Source: an optimization exercise on an open RTL-to-GDS flow (aim: small area, a short achievable clock period and few clock cycles per item). Production flows keep margins and buffers that such runs may drop. Function was checked by simulation only, so behaviour that the tests miss may differ from the original. No activity file was given, so power comes from the tool's default toggle rates.

## run.sh

```bash
#!/bin/bash
# synth_recipe.tcl (not shown) runs the flow's synth.tcl, then flattens the netlist and writes it again
# the make line also repeats each setting of config.mk as NAME=value (left out here)
make -C /OpenROAD-flow-scripts/flow DESIGN_CONFIG=/design/flow/config.mk WORK_HOME=/design/flow/orfs CLKGATE_MAP_FILE= SYNTH_SCRIPT=/design/flow/synth_recipe.tcl finish
```

## config.mk

```make
export PLATFORM = sky130hd
export DESIGN_NAME = bsort_engine
export DESIGN_NICKNAME = bsort_engine
export VERILOG_FILES = /design/flow/design.v
export SDC_FILE = /design/flow/constraint.sdc
export NUM_CORES = 4
export LEC_CHECK = 0
export CAP_MARGIN = 20
export CORE_MARGIN = 2
export CORE_UTILIZATION = 40
export SLEW_MARGIN = 20
```

## constraint.sdc

```tcl
create_clock -name core_clock -period 10.0 [get_ports {clk}]
set_input_delay 2.0000 -clock core_clock [delete_from_list [all_inputs] [get_ports {clk}]]
set_output_delay 2.0000 -clock core_clock [all_outputs]
set_load 0.01 [all_outputs]
```

## design.v

```verilog
package bsort_pkg;
    typedef enum logic [2:0] {
        ST_IDLE  = 3'd0,
        ST_LOAD  = 3'd1,
        ST_SORT  = 3'd2,
        ST_CHECK = 3'd3,
        ST_OUT   = 3'd4
    } state_t;
    localparam logic [1:0] KEY_FULL = 2'd0;
    localparam logic [1:0] KEY_R    = 2'd1;
    localparam logic [1:0] KEY_G    = 2'd2;
    localparam logic [1:0] KEY_B    = 2'd3;
endpackage
module bsort_cas
#(
    parameter int DATA_W = 24,
    parameter int IDX_W  = 5
) (
    input  logic [IDX_W-1:0]  a_idx_i,
    input  logic [DATA_W-1:0] a_pix_i,
    input  logic [IDX_W-1:0]  b_idx_i,
    input  logic [DATA_W-1:0] b_pix_i,
    input  logic [1:0]        key_sel_i,
    input  logic              descend_i,
    output logic [IDX_W-1:0]  lo_idx_o,
    output logic [DATA_W-1:0] lo_pix_o,
    output logic [IDX_W-1:0]  hi_idx_o,
    output logic [DATA_W-1:0] hi_pix_o,
    output logic              swap_o
);
    localparam int CH_W = DATA_W / 3;
    function automatic logic [DATA_W-1:0] key_of(input logic [DATA_W-1:0] pix,
                                                 input logic [1:0] ks);
        logic [DATA_W-1:0] key;
        case (ks)
            bsort_pkg::KEY_R:   key = DATA_W'(pix[3*CH_W-1 -: CH_W]);
            bsort_pkg::KEY_G:   key = DATA_W'(pix[2*CH_W-1 -: CH_W]);
            bsort_pkg::KEY_B:   key = DATA_W'(pix[CH_W-1 -: CH_W]);
            default: key = pix;
        endcase
        key_of = key;
    endfunction
    logic [DATA_W-1:0] key_a;
    logic [DATA_W-1:0] key_b;
    always_comb begin
        key_a  = key_of(a_pix_i, key_sel_i);
        key_b  = key_of(b_pix_i, key_sel_i);
        swap_o = descend_i ? (key_a < key_b) : (key_a > key_b);
        lo_idx_o = swap_o ? b_idx_i : a_idx_i;
        lo_pix_o = swap_o ? b_pix_i : a_pix_i;
        hi_idx_o = swap_o ? a_idx_i : b_idx_i;
        hi_pix_o = swap_o ? a_pix_i : b_pix_i;
    end
endmodule
module bsort_engine
#(
    parameter int DEPTH  = 32,
    parameter int DATA_W = 24,
    parameter int IDX_W  = $clog2(DEPTH)
) (
    input  logic              clk,
    input  logic              reset_n,
    input  logic              load,
    input  logic [DATA_W-1:0] in,
    input  logic [1:0]        key_sel,
    input  logic              descend,
    output logic              busy,
    output logic              out_valid,
    input  logic              out_ready,
    output logic [IDX_W-1:0]  image_out_index,
    output logic [DATA_W-1:0] out_data,
    output logic [1:0]        color_index,
    output logic              done
);
    localparam int              CH_W      = DATA_W / 3;
    localparam logic [IDX_W-1:0] LAST_IDX  = IDX_W'(DEPTH - 1);
    localparam logic [IDX_W-1:0] LAST_PASS = IDX_W'(DEPTH - 2);
    function automatic logic [1:0] color_of(input logic [DATA_W-1:0] pix,
                                            input logic [1:0] ks);
        logic [1:0] c;
        case (ks)
            bsort_pkg::KEY_G:   c = pix[2*CH_W-1 -: 2];
            bsort_pkg::KEY_B:   c = pix[CH_W-1 -: 2];
            default: c = pix[DATA_W-1 -: 2];
        endcase
        color_of = c;
    endfunction
    logic [IDX_W-1:0]  idx_mem [DEPTH];
    logic [DATA_W-1:0] pix_mem [DEPTH];
    bsort_pkg::state_t            state_q, state_d;
    logic [IDX_W-1:0]  wr_ptr_q, wr_ptr_d;
    logic [IDX_W-1:0]  j_q, j_d;
    logic [IDX_W-1:0]  p_q, p_d;
    logic [IDX_W-1:0]  k_q, k_d;
    logic              swapped_q, swapped_d;
    logic [1:0]        key_sel_q, key_sel_d;
    logic              descend_q, descend_d;
    logic              out_valid_q, out_valid_d;
    logic [IDX_W-1:0]  out_idx_q, out_idx_d;
    logic [DATA_W-1:0] out_data_q, out_data_d;
    logic [1:0]        out_color_q, out_color_d;
    logic              mem_load_we;
    logic              mem_swap_we;
    logic              done_c;
    logic [IDX_W-1:0]  wr_addr;
    logic [IDX_W-1:0]  j_next;
    logic [IDX_W-1:0]  k_next;
    logic [IDX_W-1:0]  lo_idx, hi_idx;
    logic [DATA_W-1:0] lo_pix, hi_pix;
    logic              cas_swap;
    assign j_next  = j_q + 1'b1;
    assign k_next  = k_q + 1'b1;
    assign wr_addr = (state_q == bsort_pkg::ST_IDLE) ? '0 : wr_ptr_q;
    bsort_cas #(
        .DATA_W (DATA_W),
        .IDX_W  (IDX_W)
    ) u_cas (
        .a_idx_i   (idx_mem[j_q]),
        .a_pix_i   (pix_mem[j_q]),
        .b_idx_i   (idx_mem[j_next]),
        .b_pix_i   (pix_mem[j_next]),
        .key_sel_i (key_sel_q),
        .descend_i (descend_q),
        .lo_idx_o  (lo_idx),
        .lo_pix_o  (lo_pix),
        .hi_idx_o  (hi_idx),
        .hi_pix_o  (hi_pix),
        .swap_o    (cas_swap)
    );
    always_comb begin
        state_d     = state_q;
        wr_ptr_d    = wr_ptr_q;
        j_d         = j_q;
        p_d         = p_q;
        k_d         = k_q;
        swapped_d   = swapped_q;
        key_sel_d   = key_sel_q;
        descend_d   = descend_q;
        out_valid_d = out_valid_q;
        out_idx_d   = out_idx_q;
        out_data_d  = out_data_q;
        out_color_d = out_color_q;
        mem_load_we = 1'b0;
        mem_swap_we = 1'b0;
        done_c      = 1'b0;
        case (state_q)
            bsort_pkg::ST_IDLE: begin
                if (load) begin
                    mem_load_we = 1'b1;
                    wr_ptr_d    = IDX_W'(1);
                    key_sel_d   = key_sel;
                    descend_d   = descend;
                    j_d         = '0;
                    p_d         = '0;
                    swapped_d   = 1'b0;
                    state_d     = bsort_pkg::ST_LOAD;
                end
            end
            bsort_pkg::ST_LOAD: begin
                if (load) begin
                    mem_load_we = 1'b1;
                    wr_ptr_d    = wr_ptr_q + 1'b1;
                    if (wr_ptr_q == LAST_IDX) state_d = bsort_pkg::ST_SORT;
                end
            end
            bsort_pkg::ST_SORT: begin
                if (cas_swap) begin
                    mem_swap_we = 1'b1;
                    swapped_d   = 1'b1;
                end
                if (j_q == LAST_PASS - p_q) state_d = bsort_pkg::ST_CHECK;
                else                        j_d     = j_next;
            end
            bsort_pkg::ST_CHECK: begin
                if (!swapped_q || p_q == LAST_PASS) begin
                    state_d     = bsort_pkg::ST_OUT;
                    k_d         = '0;
                    out_valid_d = 1'b1;
                    out_idx_d   = idx_mem[0];
                    out_data_d  = pix_mem[0];
                    out_color_d = color_of(pix_mem[0], key_sel_q);
                end else begin
                    p_d       = p_q + 1'b1;
                    j_d       = '0;
                    swapped_d = 1'b0;
                    state_d   = bsort_pkg::ST_SORT;
                end
            end
            bsort_pkg::ST_OUT: begin
                if (out_valid_q && out_ready) begin
                    if (k_q == LAST_IDX) begin
                        done_c      = 1'b1;
                        state_d     = bsort_pkg::ST_IDLE;
                        k_d         = '0;
                        out_valid_d = 1'b0;
                        out_idx_d   = '0;
                        out_data_d  = '0;
                        out_color_d = '0;
                    end else begin
                        k_d         = k_next;
                        out_idx_d   = idx_mem[k_next];
                        out_data_d  = pix_mem[k_next];
                        out_color_d = color_of(pix_mem[k_next], key_sel_q);
                    end
                end
            end
            default: state_d = bsort_pkg::ST_IDLE;
        endcase
    end
    always_ff @(posedge clk or negedge reset_n) begin
        if (!reset_n) begin
            state_q     <= bsort_pkg::ST_IDLE;
            wr_ptr_q    <= '0;
            j_q         <= '0;
            p_q         <= '0;
            k_q         <= '0;
            swapped_q   <= 1'b0;
            key_sel_q   <= bsort_pkg::KEY_FULL;
            descend_q   <= 1'b0;
            out_valid_q <= 1'b0;
            out_idx_q   <= '0;
            out_data_q  <= '0;
            out_color_q <= '0;
        end else begin
            state_q     <= state_d;
            wr_ptr_q    <= wr_ptr_d;
            j_q         <= j_d;
            p_q         <= p_d;
            k_q         <= k_d;
            swapped_q   <= swapped_d;
            key_sel_q   <= key_sel_d;
            descend_q   <= descend_d;
            out_valid_q <= out_valid_d;
            out_idx_q   <= out_idx_d;
            out_data_q  <= out_data_d;
            out_color_q <= out_color_d;
        end
    end
    always_ff @(posedge clk) begin
        if (mem_load_we) begin
            idx_mem[wr_addr] <= wr_addr;
            pix_mem[wr_addr] <= in;
        end else if (mem_swap_we) begin
            idx_mem[j_q]    <= lo_idx;
            pix_mem[j_q]    <= lo_pix;
            idx_mem[j_next] <= hi_idx;
            pix_mem[j_next] <= hi_pix;
        end
    end
    assign busy            = (state_q == bsort_pkg::ST_SORT) || (state_q == bsort_pkg::ST_CHECK) || (state_q == bsort_pkg::ST_OUT);
    assign out_valid       = out_valid_q;
    assign image_out_index = out_idx_q;
    assign out_data        = out_data_q;
    assign color_index     = out_color_q;
    assign done            = done_c;
endmodule
```

==> summary.txt <==
==> cell families after synthesis <==
family                   synth area share, %
adder cells (fa/ha/maj)                0.636
XOR/XNOR                               0.223
flip-flops                              42.6
AND/OR/NAND/NOR                         4.24
buffers and inverters                   4.83
multiplexers                            42.8
AO/OA/AOI/OAI                           4.66
==> cell type report <==
cell class	instances	area share (%)
multi-input combinational	3076	48.7
tap	2310	3.79
sequential	987	38.5
clock inverter	71	1.19
antenna	1	0.00328
clock buffer	141	4.01
inverter	18	0.0951
timing repair buffer	300	3.71
==> state kept, by name (all words and copies together) (netlist names) <==
| register | flops |
|---|---|
| state_q | 3 |
| out_idx_q | 5 |
| out_data_q | 24 |
| out_color_q | 2 |
| swapped_q | 1 |
| idx_mem | 160 |
| wr_ptr_q | 5 |
| p_q | 5 |
| out_valid_q | 1 |
| k_q | 5 |
| descend_q | 1 |
| j_q | 5 |
| key_sel_q | 2 |
| pix_mem | 768 |
==> where the power goes <==
part           leakage [nW]  switching [mW]  internal (mW)
Combinational          12.1            5.61           3.22
Sequential             9.07           0.264           5.50
Clock                  1.96            1.87           2.70
==> worst min path at each step <==
| stage | startpoint | endpoint | cells past startpoint |
|---|---|---|---|
| 2_1_floorplan | k_q[4] | k_q[4] | 2 |
| 3_3_place_gp | out_data_q[7] | out_data_q[7] | 2 |
| 3_5_place_dp | out_data_q[7] | out_data_q[7] | 2 |
| 4_1_cts | out_data_q[7] | out_data_q[7] | 2 |
| 5_1_grt | out_data_q[7] | out_data_q[7] | 2 |
| 6_report | out_data_q[7] | out_data_q[7] | 2 |
==> per-stage QoR <==
step                      hold WS (ns)  total power [mW]  util [%]
final                            0.490              19.2      44.5
after global routing             0.532              19.9      44.5
after CTS                        0.489              19.0      44.5
after detailed placement         0.474              14.5      42.2
after global placement           0.471              14.3      42.1
after floorplan                  0.445              12.2         -
==> synth_stat cells (all sizes together) (35+ instances only) <==
master	instances	area share, %
dfrtp	59	2.1
mux4	822	27
ha	35	0.64
o21ai	221	1.6
nand3	92	0.68
nand2	278	1.5
nor3	53	0.54
mux2i	1028	15
clkbuf	141	0.78
mux2	36	0.60
edfxtp	928	40
nor2	144	0.81
buf	454	4.0
a21oi	141	1.1
==> placed cells by master (no fill, tap or decap), types with 8 or more instances in the layout <==
cell	instances
o21ai_1	138
inv_1	12
clkbuf_8	13
clkinv_2	28
nand3_1	90
buf_12	25
nor3_4	17
clkbuf_1	15
dfrtp_1	52
mux4_1	22
nor3_1	8
edfxtp_1	928
buf_4	205
nor3_2	28
o221ai_4	29
nand2_1	277
o21ai_0	79
mux2_2	33
nand2b_1	28
mux4_2	800
a31oi_1	19
mux2i_4	16
mux2i_1	1011
a21boi_1	8
ha_1	32
a32oi_1	13
bufinv_16	21
clkinv_1	10
a21oi_1	133
clkbuf_16	113
nor2_1	142
clkdlybuf4s50_1	63
a2111oi_4	11
nand4_1	8
==> metal layers <==
metal	up-vias	share of wire, %	routed length, um
li1	18700	-	-
met1	25400	36	96500
met2	3416	46	121000
met3	710	12	32200
met4	0	5.9	15500
met5	-	0	0
==> worst max-delay path: cells and delay by family, from the launching register on <==
kind	cells	cell delay (ns)
mux	1	0.58
fa+ha+maj	2	1.06
compound gates	8	1.96
simple gates	6	0.95
buf+inv	6	2.72
flops	1	0.80
==> results.py <==
metrics = {
    "logic_synthesis": {
        "synthCells": 4676,
        "synth_seq_cells": 987,
        "ys_types": 71,
        "syn_nets": 4742,
        "synth-edff-count": 928,
        "synth_flop_cell": "edfxtp_1",
        "async_flop_share_pct": 5.98,
        "syn_area_sq_um": 68900,
        "synth_warnings": 2,
        "syn_avg_cell_area_sq_um": 14.7,
        "ys_seq_area_share_pct": 42.6,
    },
    "clock_network": {
        "cts_buffer_depth": 3,
        "h-tree-depth": 3,
        "cts.sinks": 987,
        "cts_setup_buffers": 0,
        "cts_made_buffers": 112,
        "holdBufCountCts": 0,
        "clockRootBuffer": "clkbuf_16",
        "path_clk_slew_ns": 0.07,
        "clock_latency_ns": 0.79,
        "tritoncts": "done",
        "cts_resized": 0,
    },
    "worst_setup_path": {
        "critPathMaxStageDelay_ns": 0.82,
        "slowest_stage": "ha_4",
        "rr_startpoint": "j_q[0]",
        "crit_required_ns": 10.60,
        "cpMostUsedCell": "buf_4",
        "r2r-end": "idx_mem[26][0]",
        "cp_max_fo": 67,
        "rr_worst_depth": 23,
        "crit_path_start_kind": "register",
        "endpoint_kind": "register",
        "crit_path_end": "idx_mem[26][0]",
        "arrival_ns": 9.04,
        "crit_type": "reg -> reg",
        "cp_cell_sequence": "inv_1 > ha_4 > buf_12 > mux4_2 > nor2_1 > o21ai_0 > o21ai_1 > nor2_1 > a21oi_1 > a21oi_1 > ha_1 > nor2b_1 > o211ai_1 > a211oi_1 > o31a_4 > or3_1 > buf_4 > and2_4 > buf_4 > buf_4 > nand3_1 > buf_4 > o21ai_1",
        "crit_start": "j_q[0]",
        "regToRegSetupSlack_ns": 1.57,
    },
    "drt": {
        "finalWirelength_um": 265000,
        "num_vias": 48200,
        "routedWlPerCell_um": 38.4,
        "vias_per_cell": 6.98,
        "drcViolationCount": 0,
        "ant_nets": 0,
        "drtIter0Drc": 7024,
        "drt-pass1-iter-count": 6,
    },
    "global_routing": {
        "grt_pass1_wl_um": 370000,
        "grt_util_met1_pct": 38.7,
        "grt_pass1_vias": 47200,
        "grt_use_total_pct": 29.9,
        "use_met3_pct": 8.46,
        "antenna_found_initial": 1,
        "grt_busiest_layer": "met2",
        "grt.overflow.total": 0,
        "grt_max_degree": 125,
        "grtUsageMet2_pct": 45.8,
    },
    "placement": {
        "pre_cts_ws_ns": 1.80,
        "routabilityCongestion": 0.925,
        "dp_hpwl_um": 162000,
        "io_buffers": 64,
        "dpl_cell_area_sq_um": 72300,
        "dp.cells": 6689,
    },
    "pwr": {
        "powerDensity_nw_per_um2": 251,
        "leakagePower_nw": 23.1,
        "ir_worst_vdd_uv": 193,
    },
    "sta": {
        "fin_crit_ns": 8.43,
        "setup_viol": 0,
        "fin_ws_ns": 1.57,
        "worst_clock_skew_ns": 0.0455,
        "worst_slew_margin_rel_pct": 18.7,
        "fmax_mhz": 119,
        "finalHoldViolations": 0,
        "fin_crit_sh_pct": 84.3,
        "worst_pin_slew_ns": 1.22,
        "rsz0062_at_grt": "no",
        "slew_viol_final": 0,
        "fin_setup_tns_ns": 0,
    },
    "die": {
        "dieArea_sq_um": 176000,
        "ios": 65,
        "dieWidth_um": 419,
        "die_height_um": 419,
        "rows": 152,
        "core_area_sq_um": 171000,
        "initial_core_util_pct": 40.2,
    },
    "layout": {
        "final_area_sq_um": 76300,
        "nFillCells": 15200,
        "syn_to_final_growth_pct": 10.8,
        "drive_gt1_share_pct": 31.1,
        "multiInputGateArea_sq_um": 37200,
        "final_cells": 6904,
        "seqCellArea_sq_um": 29400,
        "fin_nets": 4561,
    },
    "run_status": {
        "status": "complete, no violations",
    },
    "run": {
        "drv_cap": 0,
    },
    "hold_path": {
        "hold_path_class": "reg -> reg",
    },
}
Testbench counts, summed over its fixed seeds: cycles 109,452, images 192.

static timing again, ports no longer ideal:
In the flow no input, the clock included, has a driving cell. The finished layout below was timed again as built, in two steps. Step 1 (the two cells are an assumption about what drives the block):
set clk [get_ports {clk}]
set_driving_cell -lib_cell sky130_fd_sc_hd__clkbuf_16 $clk
set_driving_cell -lib_cell sky130_fd_sc_hd__buf_2 [delete_from_list [all_inputs] $clk]
Step 2 times the ports against the registers' clock, not the clock port: input delays grow and output delays shrink by t, the midpoint of the rising clock arrivals with the driver on. a / b / c = ideal / step 1 / step 2; a / b = the first two.
shift t [ns]: 0.853
slack for setup (ns): 1.566 / 1.566 / 1.566
worst data-port slew with drivers (ns): 0.08
After both steps setup and hold are still met in this run. The setup slack of this run moves by 0.000 ns with the drivers and by 0.000 ns with both steps.
